Context: an optimization exercise on an open-source flow, tuned for small area, a short achievable clock period and few clock cycles per item. The choices shown serve that exercise and are no tape-out recipe. RTL that was checked went through simulation tests only; none was proved equivalent to the original. Only the layout flow was run in run 1; the RTL was not checked for function there. No activity file was given, so power comes from the tool's default toggle rates.

[design.v]
`timescale 1ns / 1ps
`default_nettype none
module implicit_list_first_fit_allocator (
	input  wire         clk,
	input  wire         arst_n,
	input  wire         cmd_valid,
	output logic        cmd_stall,
	input  wire  [25:0] cmd,
	output logic        rsp_valid,
	input  wire         rsp_stall,
	output logic [13:0] rsp
);
	localparam int U = 256;
	localparam int G = 16;
	logic [U-1:0] used_q;
	logic [U-1:0] start_q;
	logic         pa_v;
	logic [15:0]  pa_hgt;
	logic [15:0]  pa_heq;
	logic [15:0]  pa_lge;
	logic [3:0]   pa_eh;
	logic [3:0]   pa_el;
	logic         pa_ec;
	logic         c_v;
	logic         c_op;
	logic         c_bad;
	logic         c_big;
	logic [7:0]   c_x;
	logic         big_q;
	logic [G-1:0] grp_ok_q;
	logic         h_v;
	logic         s_v;
	logic [13:0]  h_d;
	logic [13:0]  s_d;
	wire          in_op  = cmd[25];
	wire  [13:0]  in_rp7 = {1'b0, cmd[24:12]} + 14'd7;
	wire  [9:0]   in_m   = in_rp7[13:4];           
	wire          in_bad = in_op ? (cmd[3:0] != 4'd8) : (in_m[9:8] != 2'd0);
	wire          acc    = cmd_valid && !cmd_stall;
	wire          hold   = c_big && !big_q;
	wire          exec   = c_v && !s_v && !hold;
	logic [15:0]  eh_eq, eh_lt, el_le;
	logic [U-1:0] pmask, used_e, start_e;
	always_comb begin
		for (int j = 0; j < 16; j++) begin
			if (pa_ec) begin
				eh_eq[j] = (j > 0) && (pa_eh == 4'(j - 1));
				eh_lt[j] = 4'(j) <= pa_eh;
			end else begin
				eh_eq[j] = pa_eh == 4'(j);
				eh_lt[j] = 4'(j) < pa_eh;
			end
			el_le[j] = 4'(j) <= pa_el;
		end
		for (int i = 0; i < U; i++)
			pmask[i] = (pa_hgt[i/16] | (pa_heq[i/16] & pa_lge[i%16])) &
			           (eh_lt[i/16] | (eh_eq[i/16] & el_le[i%16]));
		for (int i = 0; i < U; i++) begin
			used_e[i] = used_q[i] | pmask[i];
			if (i == 0) start_e[i] = pmask[i] ? 1'b1 : start_q[i];
			else        start_e[i] = pmask[i] ? !pmask[i-1] : start_q[i];
		end
	end
	logic [U-1:0] f [0:4];      
	logic [U-1:0] v [0:4];      
	logic [U-1:0] win;
	always_comb begin
		f[0] = ~used_q;
		v[0] = ~used_q;
		for (int k = 0; k < 4; k++) begin
			for (int i = 0; i < U; i++) begin
				if (i + (1 << k) < U) begin
					f[k+1][i] = f[k][i] & f[k][i + (1 << k)];
					v[k+1][i] = (v[k][i] & !c_x[k]) | (f[k][i] & v[k][i + (1 << k)]);
				end else begin
					f[k+1][i] = 1'b0;
					v[k+1][i] = v[k][i] & !c_x[k];
				end
			end
		end
		win = v[4] & ~pmask;
	end
	logic [15:0]  gu_pfx [0:G-1];   
	logic [15:0]  gu_sfx [0:G-1];   
	logic [G-1:0] g_full;
	logic [3:0]   g_lead [0:G-1];   
	logic [4:0]   g_trail [0:G-1];  
	logic [8:0]   nu [0:G];         
	logic [8:0]   nub [0:4];        
	logic [9:0]   need [0:G-1];
	logic [G-1:0] grp_ok;
	function automatic logic [15:0] pfx16(input logic [15:0] a);
		logic [15:0] r;
		r = a;
		for (int d = 1; d < 16; d = d * 2)
			for (int j = 15; j >= 0; j--)
				if ((j / d) % 2 == 1) r[j] = r[j] | r[(j / d) * d - 1];
		pfx16 = r;
	endfunction
	function automatic logic [15:0] rev16(input logic [15:0] a);
		for (int j = 0; j < 16; j++) rev16[j] = a[15-j];
	endfunction
	function automatic logic [3:0] tidx16(input logic [15:0] t);
		logic [3:0] r;
		r[3] = !t[7];
		r[2] = (!t[3] & t[7]) | !t[11];
		r[1] = (!t[1] & t[3]) | (!t[5] & t[7]) | (!t[9] & t[11]) | !t[13];
		r[0] = (!t[0] & t[1]) | (!t[2] & t[3]) | (!t[4] & t[5]) | (!t[6] & t[7]) |
		       (!t[8] & t[9]) | (!t[10] & t[11]) | (!t[12] & t[13]) | !t[14];
		tidx16 = r;
	endfunction
	always_comb begin
		for (int g = 0; g < G; g++) begin
			gu_pfx[g]  = pfx16(used_q[16*g +: 16]);
			gu_sfx[g]  = rev16(pfx16(rev16(used_q[16*g +: 16])));
			g_full[g]  = !gu_pfx[g][15];
			g_lead[g]  = tidx16(gu_pfx[g]);
			g_trail[g] = g_full[g] ? 5'd16 : {1'b0, tidx16(rev16(gu_sfx[g]))};
		end
		nub[4] = 9'd256;
		for (int b = 3; b >= 0; b--) begin
			nub[b] = nub[b+1];
			for (int h = 4 * b + 3; h >= 4 * b; h--)
				if (!g_full[h]) nub[b] = {1'b0, 4'(h), g_lead[h]};
		end
		nu[G] = 9'd256;
		for (int h = G - 1; h >= 0; h--) begin
			if (!g_full[h])      nu[h] = {1'b0, 4'(h), g_lead[h]};
			else if (h % 4 == 3) nu[h] = nub[h/4+1];
			else                 nu[h] = nu[h+1];
		end
		for (int g = 0; g < G; g++) begin
			need[g]   = {2'b00, c_x} + 10'(16 * (g + 1)) - {5'b0, g_trail[g]};
			grp_ok[g] = (g_trail[g] != 5'd0) && ({1'b0, nu[g+1]} > need[g]);
		end
	end
	logic [15:0]  uh_eq, uh_gt, ul_ge;
	logic [U-1:0] u_ge, u_eq, bstart, sv;
	logic         match;
	always_comb begin
		for (int j = 0; j < 16; j++) begin
			uh_eq[j] = c_x[7:4] == 4'(j);
			uh_gt[j] = 4'(j) > c_x[7:4];
			ul_ge[j] = 4'(j) >= c_x[3:0];
		end
		for (int i = 0; i < U; i++)
			u_ge[i] = uh_gt[i/16] | (uh_eq[i/16] & ul_ge[i%16]);
		for (int i = 0; i < U; i++) begin
			if (i == 0) begin
				u_eq[i]   = u_ge[i];
				bstart[i] = used_e[i] ? start_e[i] : 1'b1;
			end else begin
				u_eq[i]   = u_ge[i] & !u_ge[i-1];
				bstart[i] = used_e[i] ? start_e[i] : used_e[i-1];
			end
		end
		for (int i = 0; i < U; i++) begin
			if (i + 1 < U) sv[i] = ((!used_e[i+1] | start_e[i+1]) & u_ge[i]) |
			                       (u_eq[i+1] & !bstart[i+1]);
			else           sv[i] = 1'b0;
		end
		match  = |(u_eq & bstart);
	end
	logic [U-1:0] pe_in;
	logic [U-1:0] ip;           
	logic [U-1:0] po;           
	logic [15:0]  g_any, gpi, m_gp, m_first, m_lge;
	logic [3:0]   g_idx [0:15];
	logic [3:0]   m_hi, m_lo;
	logic         m_any;
	always_comb begin
		pe_in = c_op ? sv : win;
		for (int g = 0; g < 16; g++) begin
			ip[16*g +: 16] = pfx16(pe_in[16*g +: 16]);
			g_any[g] = |pe_in[16*g +: 16];
			g_idx[g] = tidx16(ip[16*g +: 16]);
		end
		gpi     = pfx16(g_any);
		m_gp    = {gpi[14:0], 1'b0};
		for (int i = 0; i < U; i++) po[i] = m_gp[i/16] | ip[i];
		m_first = g_any & ~m_gp;
		m_any   = gpi[15];
		m_hi    = tidx16(gpi);
		m_lo    = '0;
		for (int g = 0; g < 16; g++) m_lo = m_lo | (g_idx[g] & {4{m_first[g]}});
		for (int j = 0; j < 16; j++) begin
			m_lge[j] = 1'b0;
			for (int g = 0; g < 16; g++) m_lge[j] = m_lge[j] | (m_first[g] & ip[16*g+j]);
		end
	end
	logic [15:0]  b_gpi, b_gp, b_first, b_lge;
	logic [15:0]  gp, g_first, pl_ge;
	logic [3:0]   pe_hi, pe_lo;
	logic         pe_any;
	always_comb begin
		b_gpi   = pfx16(grp_ok_q);
		b_gp    = {b_gpi[14:0], 1'b0};
		b_first = grp_ok_q & ~b_gp;
		for (int j = 0; j < 16; j++) begin
			b_lge[j] = 1'b0;
			for (int g = 0; g < 16; g++) b_lge[j] = b_lge[j] | (b_first[g] & !gu_sfx[g][j]);
		end
		if (big_q) begin
			gp      = b_gp;
			g_first = b_first;
			pl_ge   = b_lge;
			pe_any  = b_gpi[15];
			pe_hi   = tidx16(b_gpi);
			pe_lo   = tidx16(b_lge);
		end else begin
			gp      = m_gp;
			g_first = m_first;
			pl_ge   = m_lge;
			pe_any  = m_any;
			pe_hi   = m_hi;
			pe_lo   = m_lo;
		end
	end
	logic [U-1:0] fmask;
	always_comb begin
		for (int i = 0; i < U; i++)
			fmask[i] = u_ge[i] & ((i == 0) ? 1'b1 : !po[i-1]);
	end
	logic         ok;
	logic         free_en;
	logic         do_alloc;
	logic [13:0]  res;
	always_comb begin
		if (c_op) ok = !c_bad && match;
		else      ok = !c_bad && pe_any;
		free_en  = exec && c_op && !c_bad;
		do_alloc = exec && !c_op && ok;
		if (c_op)    res = ok ? 14'd0 : {2'd2, 12'd0};
		else if (ok) res = {2'd0, pe_hi, pe_lo, 4'd8};
		else         res = {2'd1, 12'd0};
	end
	always_ff @(posedge clk or negedge arst_n) begin
		if (!arst_n) begin
			used_q <= '0;
			pa_v   <= 1'b0;
		end else begin
			for (int i = 0; i < U; i++)
				used_q[i] <= used_e[i] & !(free_en & fmask[i]);
			pa_v <= do_alloc;
		end
	end
	always_ff @(posedge clk) begin
		start_q <= start_e;
		if (do_alloc) begin
			pa_eh <= pe_hi + c_x[7:4];
			{pa_ec, pa_el} <= {1'b0, pe_lo} + {1'b0, c_x[3:0]};
		end
		for (int j = 0; j < 16; j++) begin
			pa_hgt[j] <= do_alloc & gp[j];
			pa_heq[j] <= do_alloc & g_first[j];
			pa_lge[j] <= pl_ge[j];
		end
		if (hold && !pa_v) grp_ok_q <= grp_ok;
	end
	always_ff @(posedge clk or negedge arst_n) begin
		if (!arst_n) begin
			c_v   <= 1'b0;
			big_q <= 1'b0;
			h_v   <= 1'b0;
			s_v   <= 1'b0;
		end else begin
			if (acc)       c_v <= 1'b1;
			else if (exec) c_v <= 1'b0;
			if (exec)                   big_q <= 1'b0;
			else if (c_v && hold && !pa_v) big_q <= 1'b1;
			if (h_v && !rsp_stall) begin
				if (s_v) begin
					s_v <= exec;
				end else begin
					h_v <= exec;
				end
			end else if (exec) begin
				if (h_v) s_v <= 1'b1;
				else     h_v <= 1'b1;
			end
		end
	end
	always_ff @(posedge clk) begin
		if (acc) begin
			c_op  <= in_op;
			c_x   <= in_op ? cmd[11:4] : in_m[7:0];
			c_bad <= in_bad;
			c_big <= !in_op && !in_bad && (in_m[7:4] != 4'd0);
		end
		if (h_v && !rsp_stall) begin
			if (s_v) begin
				h_d <= s_d;
				if (exec) s_d <= res;
			end else begin
				h_d <= res;
			end
		end else if (exec) begin
			if (h_v) s_d <= res;
			else     h_d <= res;
		end
	end
	assign cmd_stall = c_v && (s_v || hold);
	assign rsp_valid = h_v;
	assign rsp       = h_d;
endmodule
`default_nettype wire
[run.sh]
#!/bin/bash
# synth_recipe.tcl (not shown) runs the flow's synth.tcl, then flattens the netlist and writes it again
# the make line also repeats each setting of config.mk as NAME=value (left out here)
make -C /OpenROAD-flow-scripts/flow DESIGN_CONFIG=/design/flow/config.mk WORK_HOME=/design/flow/orfs CLKGATE_MAP_FILE= SYNTH_SCRIPT=/design/flow/synth_recipe.tcl finish
[config.mk]
export PLATFORM = sky130hd
export DESIGN_NAME = implicit_list_first_fit_allocator
export DESIGN_NICKNAME = implicit_list_first_fit_allocator
export VERILOG_FILES = /design/flow/design.v
export SDC_FILE = /design/flow/constraint.sdc
export NUM_CORES = 4
export LEC_CHECK = 0
export ABC_AREA = 1
export CAP_MARGIN = 20
export CORE_MARGIN = 2
export CORE_UTILIZATION = 40
export GPL_TIMING_DRIVEN = 0
export SLEW_MARGIN = 20
[constraint.sdc]
create_clock -name core_clock -period 5.5 [get_ports {clk}]
set_input_delay 1.1000 -clock core_clock [delete_from_list [all_inputs] [get_ports {clk}]]
set_output_delay 1.1000 -clock core_clock [all_outputs]
set_load 0.01 [all_outputs]
==> results of run 1 <==
-- logic make-up after synthesis --
family / count (synthesis)
AO/OA/AOI/OAI: 2917
other: 1
buffers and inverters: 2689
flip-flops: 621
adder cells (fa/ha/maj): 324
XOR/XNOR: 87
AND/OR/NAND/NOR: 7528
-- worst max-delay path by stage --
stage / slack [ps] / from / end / cells after the start
after floorplan: 30 / c_x[7]$_DFFE_PP_ / pa_el[2]$_DFFE_PP_ / 31
after global placement: -11940 / arst_n / used_q[34]$_DFF_PN0_ / 1
after detailed placement: -5560 / c_x[1]$_DFFE_PP_ / pa_ec$_DFFE_PP_ / 27
after CTS: -320 / c_x[7]$_DFFE_PP_ / pa_ec$_DFFE_PP_ / 36
-- layer usage --
| metal | GRT usage | GRT overflow |
|---|---|---|
| met1 | 0.7833 | 0 |
| met2 | 0.8732 | 8 |
| met3 | 0.6430 | 0 |
| met4 | 0.6837 | 11 |
| met5 | 0.3839 | 0 |
-- timing repair --
action	CTS
hold buffers	0
cloned	7
setup buffers	342
endpoints found under the setup margin	353
pin swaps	186
resized for setup	1572
-- through the flow --
stage / std cells / setup TNS, ps
after floorplan: 14169 / 0
after detailed placement: 16909 / -1131420
after global placement: 16737 / -5420830
after CTS: 17416 / -6649
-- power by group through the flow --
stage	combinational, mW	sequential, mW	clock, mW
2_1_floorplan	10.1	6.45	0
3_3_place_gp	19.7	7.08	0
3_5_place_dp	21.0	6.96	0
4_1_cts	23.2	6.90	6.68
-- cells in the mapped netlist, types with 158 or more instances --
| library cell | n | area [µm²] |
|---|---|---|
| dfxtp_1 | 302 | 6046 |
| nand3_1 | 1093 | 5470 |
| clkbuf_1 | 222 | 833.3 |
| nand2_1 | 4375 | 16420 |
| o21ai_0 | 950 | 4755 |
| o21ai_1 | 183 | 915.9 |
| o22ai_1 | 158 | 988.5 |
| dfrtp_1 | 261 | 6531 |
| ha_1 | 306 | 3829 |
| inv_1 | 2210 | 8295 |
| a21oi_1 | 947 | 4740 |
| nor2_1 | 1532 | 5751 |
==> flow_summary.ini, run 1 <==
[die]
start_util = 0.4024
fp-row-count = 161
pin_count = 46
die_w_um = 444.2
die_y_um = 444.2

[outcome]
outcome = stopped before the end
error_line = [ERROR GRT-0116] Global routing finished with congestion. Check the congestion regions in the DRC Viewer.
lastStage = 5_1_grt

[global_route]
grt_start_max_net_pins = 75
track_usage = 0.7542
grt_pass1_vias = 110633
grt_first_pass_wirelength_um = 1009000
grt.overflow.total = 19

[synthesis]
muxShareOfSynthArea = 0
synth-simple-area-share = 0.4022
synth_cells = 14167
synth-async-reset-ratio = 0.4203
synth_top_family_by_area = simple AND/OR/NAND/NOR gates
yosysUniqueCellTypes = 85
synth_compound_area_frac = 0.2158
synth_top_flop_cell = dfxtp_1
ys_seq_area_frac = 0.1848
ys_ff_latch = 621
syn_area_um2 = 77500
synth-xor-area-share = 0.009832
synth_edf_count = 58
yosys_warnings = 11
syn_area_per_cell_um2 = 5.471
synth_fa_ha_area_frac = 0.05405

[placement]
io_buffers = 42
placed_area_um2 = 85150
hpwl_um = 589000
gp_congestion = 1.302
place_ws_ps = -5565

[clocking]
root_buffer = clkbuf_16
clk_path_buf_depth = 3
cts_buffers = 88
numClockSinks = 621
htreeDepth = 3
==> inputs of run 2 (changes only) <==
--- a/design.v
+++ b/design.v
@@ -17,5 +17,3 @@
 	logic         pa_v;
-	logic [15:0]  pa_hgt;
-	logic [15:0]  pa_heq;
-	logic [15:0]  pa_lge;
+	logic [7:0]   pa_p;
 	logic [3:0]   pa_eh;
@@ -28,4 +26,15 @@
 	logic [7:0]   c_x;
+	logic         big1_q;
+	logic         big2_q;
+	logic [G-1:0] full_q;
+	logic [3:0]   lead_q [0:G-1];
+	logic [4:0]   trail_q [0:G-1];
 	logic         big_q;
 	logic [G-1:0] grp_ok_q;
+	logic         ph_q;
+	logic [255:0] x_q;
+	logic         r_v;
+	logic         r_op;
+	logic         r_ok;
+	logic [7:0]   r_p;
 	logic         h_v;
@@ -39,5 +48,5 @@
 	wire          acc    = cmd_valid && !cmd_stall;
-	wire          hold   = c_big && !big_q;
+	wire          hold   = (c_big && !big_q) || !ph_q;
 	wire          exec   = c_v && !s_v && !hold;
-	logic [15:0]  eh_eq, eh_lt, el_le;
+	logic [15:0]  ph_eq, ph_gt, pp_ge, eh_eq, eh_lt, el_le;
 	logic [U-1:0] pmask, used_e, start_e;
@@ -45,2 +54,5 @@
 		for (int j = 0; j < 16; j++) begin
+			ph_eq[j] = pa_v && (pa_p[7:4] == 4'(j));
+			ph_gt[j] = pa_v && (4'(j) > pa_p[7:4]);
+			pp_ge[j] = 4'(j) >= pa_p[3:0];
 			if (pa_ec) begin
@@ -55,3 +67,3 @@
 		for (int i = 0; i < U; i++)
-			pmask[i] = (pa_hgt[i/16] | (pa_heq[i/16] & pa_lge[i%16])) &
+			pmask[i] = (ph_gt[i/16] | (ph_eq[i/16] & pp_ge[i%16])) &
 			           (eh_lt[i/16] | (eh_eq[i/16] & el_le[i%16]));
@@ -84,2 +96,3 @@
 	logic [15:0]  gu_sfx [0:G-1];   
+	logic [15:0]  gq_sfx [0:G-1];   
 	logic [G-1:0] g_full;
@@ -88,2 +101,4 @@
 	logic [8:0]   nu [0:G];         
+	logic [8:0]   nu_q [1:G-1];
+	logic [9:0]   need_q [0:G-1];
 	logic [8:0]   nub [0:4];        
@@ -113,4 +128,5 @@
 		for (int g = 0; g < G; g++) begin
-			gu_pfx[g]  = pfx16(used_q[16*g +: 16]);
-			gu_sfx[g]  = rev16(pfx16(rev16(used_q[16*g +: 16])));
+			gu_pfx[g]  = pfx16(used_e[16*g +: 16]);
+			gu_sfx[g]  = rev16(pfx16(rev16(used_e[16*g +: 16])));
+			gq_sfx[g]  = rev16(pfx16(rev16(used_q[16*g +: 16])));
 			g_full[g]  = !gu_pfx[g][15];
@@ -123,3 +139,3 @@
 			for (int h = 4 * b + 3; h >= 4 * b; h--)
-				if (!g_full[h]) nub[b] = {1'b0, 4'(h), g_lead[h]};
+				if (!full_q[h]) nub[b] = {1'b0, 4'(h), lead_q[h]};
 		end
@@ -127,3 +143,3 @@
 		for (int h = G - 1; h >= 0; h--) begin
-			if (!g_full[h])      nu[h] = {1'b0, 4'(h), g_lead[h]};
+			if (!full_q[h])      nu[h] = {1'b0, 4'(h), lead_q[h]};
 			else if (h % 4 == 3) nu[h] = nub[h/4+1];
@@ -132,4 +148,5 @@
 		for (int g = 0; g < G; g++) begin
-			need[g]   = {2'b00, c_x} + 10'(16 * (g + 1)) - {5'b0, g_trail[g]};
-			grp_ok[g] = (g_trail[g] != 5'd0) && ({1'b0, nu[g+1]} > need[g]);
+			need[g]   = {2'b00, c_x} + 10'(16 * (g + 1)) - {5'b0, trail_q[g]};
+			grp_ok[g] = (trail_q[g] != 5'd0) &&
+			            ({1'b0, (g == G - 1) ? 9'd256 : nu_q[g+1]} > need_q[g]);
 		end
@@ -161,3 +178,5 @@
 		end
-		match  = |(u_eq & bstart);
+		match = 1'b0;
+		for (int i = 0; i < U; i++)
+			match = match | (u_eq[i] & (used_q[i] ? start_q[i] : ((i == 0) ? 1'b1 : used_q[i-1])));
 	end
@@ -171,3 +190,3 @@
 	always_comb begin
-		pe_in = c_op ? sv : win;
+		pe_in = x_q;
 		for (int g = 0; g < 16; g++) begin
@@ -200,3 +219,3 @@
 			b_lge[j] = 1'b0;
-			for (int g = 0; g < 16; g++) b_lge[j] = b_lge[j] | (b_first[g] & !gu_sfx[g][j]);
+			for (int g = 0; g < 16; g++) b_lge[j] = b_lge[j] | (b_first[g] & !gq_sfx[g][j]);
 		end
@@ -232,5 +251,5 @@
 		do_alloc = exec && !c_op && ok;
-		if (c_op)    res = ok ? 14'd0 : {2'd2, 12'd0};
-		else if (ok) res = {2'd0, pe_hi, pe_lo, 4'd8};
-		else         res = {2'd1, 12'd0};
+		if (r_op)      res = r_ok ? 14'd0 : {2'd2, 12'd0};
+		else if (r_ok) res = {2'd0, r_p, 4'd8};
+		else           res = {2'd1, 12'd0};
 	end
@@ -241,5 +260,5 @@
 		end else begin
+			pa_v <= do_alloc;
 			for (int i = 0; i < U; i++)
 				used_q[i] <= used_e[i] & !(free_en & fmask[i]);
-			pa_v <= do_alloc;
 		end
@@ -248,12 +267,17 @@
 		start_q <= start_e;
-		if (do_alloc) begin
-			pa_eh <= pe_hi + c_x[7:4];
-			{pa_ec, pa_el} <= {1'b0, pe_lo} + {1'b0, c_x[3:0]};
-		end
-		for (int j = 0; j < 16; j++) begin
-			pa_hgt[j] <= do_alloc & gp[j];
-			pa_heq[j] <= do_alloc & g_first[j];
-			pa_lge[j] <= pl_ge[j];
+		x_q  <= c_op ? sv : win;
+		r_op <= c_op;
+		r_ok <= ok;
+		r_p  <= {pe_hi, pe_lo};
+		pa_p <= {pe_hi, pe_lo};
+		pa_eh <= pe_hi + c_x[7:4];
+		{pa_ec, pa_el} <= {1'b0, pe_lo} + {1'b0, c_x[3:0]};
+		full_q <= g_full;
+		for (int g = 0; g < G; g++) begin
+			lead_q[g]  <= g_lead[g];
+			trail_q[g] <= g_trail[g];
 		end
-		if (hold && !pa_v) grp_ok_q <= grp_ok;
+		for (int h = 1; h < G; h++) nu_q[h] <= nu[h];
+		for (int g = 0; g < G; g++) need_q[g] <= need[g];
+		grp_ok_q <= grp_ok;
 	end
@@ -261,4 +285,8 @@
 		if (!arst_n) begin
-			c_v   <= 1'b0;
-			big_q <= 1'b0;
+			c_v    <= 1'b0;
+			ph_q   <= 1'b0;
+			big1_q <= 1'b0;
+			big2_q <= 1'b0;
+			big_q  <= 1'b0;
+			r_v   <= 1'b0;
 			h_v   <= 1'b0;
@@ -268,11 +296,23 @@
 			else if (exec) c_v <= 1'b0;
-			if (exec)                   big_q <= 1'b0;
-			else if (c_v && hold && !pa_v) big_q <= 1'b1;
+			r_v <= exec;
+			if (exec) begin
+				ph_q   <= 1'b0;
+				big1_q <= 1'b0;
+				big2_q <= 1'b0;
+				big_q  <= 1'b0;
+			end else if (c_v) begin
+				ph_q <= 1'b1;
+				if (c_big) begin
+					big1_q <= 1'b1;
+					big2_q <= big1_q;
+					big_q  <= big2_q;
+				end
+			end
 			if (h_v && !rsp_stall) begin
 				if (s_v) begin
-					s_v <= exec;
+					s_v <= r_v;
 				end else begin
-					h_v <= exec;
+					h_v <= r_v;
 				end
-			end else if (exec) begin
+			end else if (r_v) begin
 				if (h_v) s_v <= 1'b1;
@@ -292,3 +332,3 @@
 				h_d <= s_d;
-				if (exec) s_d <= res;
+				if (r_v) s_d <= res;
 			end else begin
@@ -296,3 +336,3 @@
 			end
-		end else if (exec) begin
+		end else if (r_v) begin
 			if (h_v) s_d <= res;
--- a/config.mk
+++ b/config.mk
@@ -10,4 +10,5 @@
 export CORE_MARGIN = 2
-export CORE_UTILIZATION = 40
-export GPL_TIMING_DRIVEN = 0
+export CORE_UTILIZATION = 35
+export GPL_TIMING_DRIVEN = 1
+export PLACE_DENSITY = 0.45
 export SLEW_MARGIN = 20
==> run 2 against run 1 <==
- the layout now fails its checks (negative setup slack)
- area after synthesis up 12%
- synthesized cell count down 3.3%
==> flow_summary.ini, run 2 <==
[power_and_ir_drop]
p_sw_frac = 0.5640
peakVddDrop_uv = 379.6
p_switching_mw = 39.39
power_density_nw_per_um2 = 680.7
leakage_nw = 48.38
p_clk_frac = 0.165
internal_power_mw = 30.44
power_frac_seq = 0.236
finalPower_mw = 69.84
power_frac_comb = 0.599

[drt]
first_iter_violations = 18249
drc = 0
detail-route-antenna-nets = 0
vias = 108860
wire_per_inst_um = 34.87
dr.pass1.iters = 8
drt-total-wl_um = 624400
via_per_inst = 6.080

[die]
start_util = 0.3509
die_w_um = 502.6
die_y_um = 502.6
design.core.area_um2 = 248000
pin_count = 46
dieArea_um2 = 252600
fp-row-count = 183

[clocking]
numClockSinks = 1251
clk_path_buf_depth = 3
root_buffer = clkbuf_16
post_cts_buffers = 0
htreeDepth = 4
cts_buffers = 159
cts_tree = built
clk-insertion-delay-late_ps = 890
clkTransAtPathRegs_ps = 60

[synthesis]
synthTopCellsByCount = nand2_1 (2825), inv_1 (2507), nor2_1 (1861)
synth_top_flop_cell = dfxtp_1
synth-async-reset-ratio = 0.2118
ys_seq_area_frac = 0.3069
yosys_warnings = 16
synth_cells = 13696
yosysTopAreaCellShare = 0.2193
synth.area.top_cells = dfxtp_1 (22%), nand2_1 (12%), inv_1 (11%)
synth_edf_count = 33
syn_area_um2 = 87000
yosysUniqueCellTypes = 87
synth_top_cell_by_area = dfxtp_1
syn_area_per_cell_um2 = 6.353
yosysMostFrequentCell = nand2_1
ys_ff_latch = 1251

[placement]
place_inst = 17557
hpwl_um = 508100
gp_congestion = 1.142
placed_area_um2 = 96760
place_ws_ps = -71.89
io_buffers = 42

[timing]
setup_violations = 2
hold_slack_ps = 263.0
maxSlewHeadroom = 0.07999
fmax_mhz = 181.6
finalClockSkew_ps = 54.53
min_period_ps = 5506
setup_slack_ps = -6.458
tightest_slew_ps = 1379
hold_viol = 0
min_period_over_period = 1.001
rsz0062_at_grt = false
timing.final.max_slew_violations = 0

[layout]
mostFrequentLayoutCells = nand2_1 (2825), inv_1 (2505), nor2_1 (1851)
final_common_cell = nand2_1
fin_area_um2 = 102600
final_cells = 17905
drive_gt1_frac = 0.1027
area_growth_pct = 17.92
nets = 14743
reg_top3 = used_q (256), x_q (256), start_q (255)

[worst_setup_path]
cpLargestDelayFamily = simple AND/OR/NAND/NOR gates
cp_num_buf_inv = 1
cp_max_fo = 12
cp.required_ps = 6240
cp_cell_sequence = nor2_1, nand2_1, nand2_1, inv_1, a21oi_1, nor2_1, nand2_1, nand2_1, nor2_1, nand4_1, nor2_1, nand2_1, nor2_1, nand3_1, nor2_1, nor2_1
crit_path_start_kind = flip-flop
rrSetupSlack_ps = -6
arrival_ps = 6250
worst-setup-path-type = reg -> reg
crit_path_max_incr_delay_ps = 750
cp_slowest_cell = nor2_1
cpMostUsedCell = nor2_1
end_kind = flip-flop

[global_route]
grt_pass1_vias = 99533
track_usage = 0.4764
antenna_found_initial = 101
grt_first_pass_wirelength_um = 828400
grt.overflow.total = 0
grt_start_max_net_pins = 132

[min_path]
holdCritPathClass = in -> async

[outcome]
outcome = finished with violations
check-failures = negative setup slack

[run]
max_cap_viol_count = 0
## run 2: per-layer routing
layer	wire, µm	GRT usage	up-vias
met5	500	0.007613	-
met4	64810	0.4126	48
met3	78710	0.1589	2066
met2	248400	0.6749	8283
met1	231900	0.5744	51806
li1	-	-	46657
## run 2: per-stage QoR
step	TNS, ps	utilization
after floorplan	0	-
after global placement	-1402	0.3895
after detailed placement	-154.2	0.3902
after CTS	0	0.4131
after global routing	0	0.4133
final	-10.76	0.4137
## run 2: power by group through the flow
| stage | Sequential [mW] | Clock, mW | Combinational [mW] |
|---|---|---|---|
| floorplan | 14.9 | 0 | 21.1 |
| global placement | 16.3 | 0 | 39.3 |
| detailed placement | 16.3 | 0 | 39.4 |
| CTS | 16.2 | 11.6 | 39.6 |
| global route | 16.6 | 11.9 | 43.4 |
| finish | 16.4 | 11.5 | 41.9 |
## run 2: layout make-up
type                            instances  area (µm²)
Fill cell                           26653      145400
Multi-Input combinational cell       9521       49390
Sequential cell                      1251       26700
Inverter                             2596        9762
Timing Repair Buffer                  860        6788
Clock buffer                          221        4598
Tap cell                             3330        4167
Clock inverter                         76        1066
Antenna cell                           50       125.1
## run 2: worst reg2reg max path, stage by stage (launching register included)
cell and delay, ps:
edfxtp_1 490, nor2_1 750, nand2_1 620, nand2_1 450, inv_1 150, a21oi_1 450
nor2_1 130, nand2_1 330, nand2_1 470, nor2_1 260, nand4_1 220, nor2_1 420
nand2_1 100, nor2_1 250, nand3_1 110, nor2_1 130, nor2_1 60
## run 2: cells by family (layout without fill, tap and decap cells)
family                   after synthesis  count (layout)  synth area share
AO/OA/AOI/OAI                       3240            3240            0.2277
other                                  1              55        0.00004310
flip-flops                          1251            1251            0.3069
buffers and inverters               2928            3753            0.1288
AND/OR/NAND/NOR                     5854            5854            0.2782
multiplexers                          14              14          0.001812
XOR/XNOR                              84              84          0.008456
adder cells (fa/ha/maj)              324             324           0.04815
## run 2: path summary, 6_finish.rpt
kind | cells after the start | endpoint | start
min | 1 | used_q[33]$_DFF_PN0_ | arst_n
min reg2reg | 2 | nu_q[1][1]$_DFF_P_ | lead_q[1][1]$_DFF_P_
max reg2reg | 16 | r_ok$_DFF_P_ | c_x[4]$_DFFE_PP_
min in group core_clock | 2 | nu_q[1][1]$_DFF_P_ | lead_q[1][1]$_DFF_P_
max | 16 | r_ok$_DFF_P_ | c_x[4]$_DFFE_PP_
max in group asynchronous | 2 | used_q[178]$_DFF_PN0_ | arst_n
## run 2: what timing repair did
| item | in CTS | in global routing |
|---|---|---|
| endpoints found under the setup margin | 5 | 8 |
| pin swaps | 0 | 0 |
| endpoints found under the hold margin | 0 | 0 |
| hold buffers | 0 | 0 |
| gates cloned | 0 | 0 |
| resized for setup | 2 | 4 |
Testbench counts of run 2, summed over its fixed seeds: cycles 16,630, items 8,000.

[static timing again, ports no longer ideal]
Ports are ideal in the flow. The routed layout listed here was re-timed in OpenROAD. Step 1, drivers: a clkbuf_16 drives clk and a buf_2 each remaining input, both assumed. Step 2 times the ports against the registers' clock, not the clock port: input delays grow and output delays shrink by t, the midpoint of the rising clock arrivals with the driver on. Slacks: no drivers / after step 1 / after step 2; pairs: no drivers / after step 1.
run: run 2
shift t [ns]: 0.973
setup slack, ns: -0.006 / -0.006 / -0.006
worst setup path after step 2: register to register
latest minus earliest clock arrival (ns): 0.054 / 0.054
worst slew at a driven data input, ns: 0.05
For run 2, drivers alone change the setup slack by 0.000 ns; drivers and shift together by 0.000 ns.
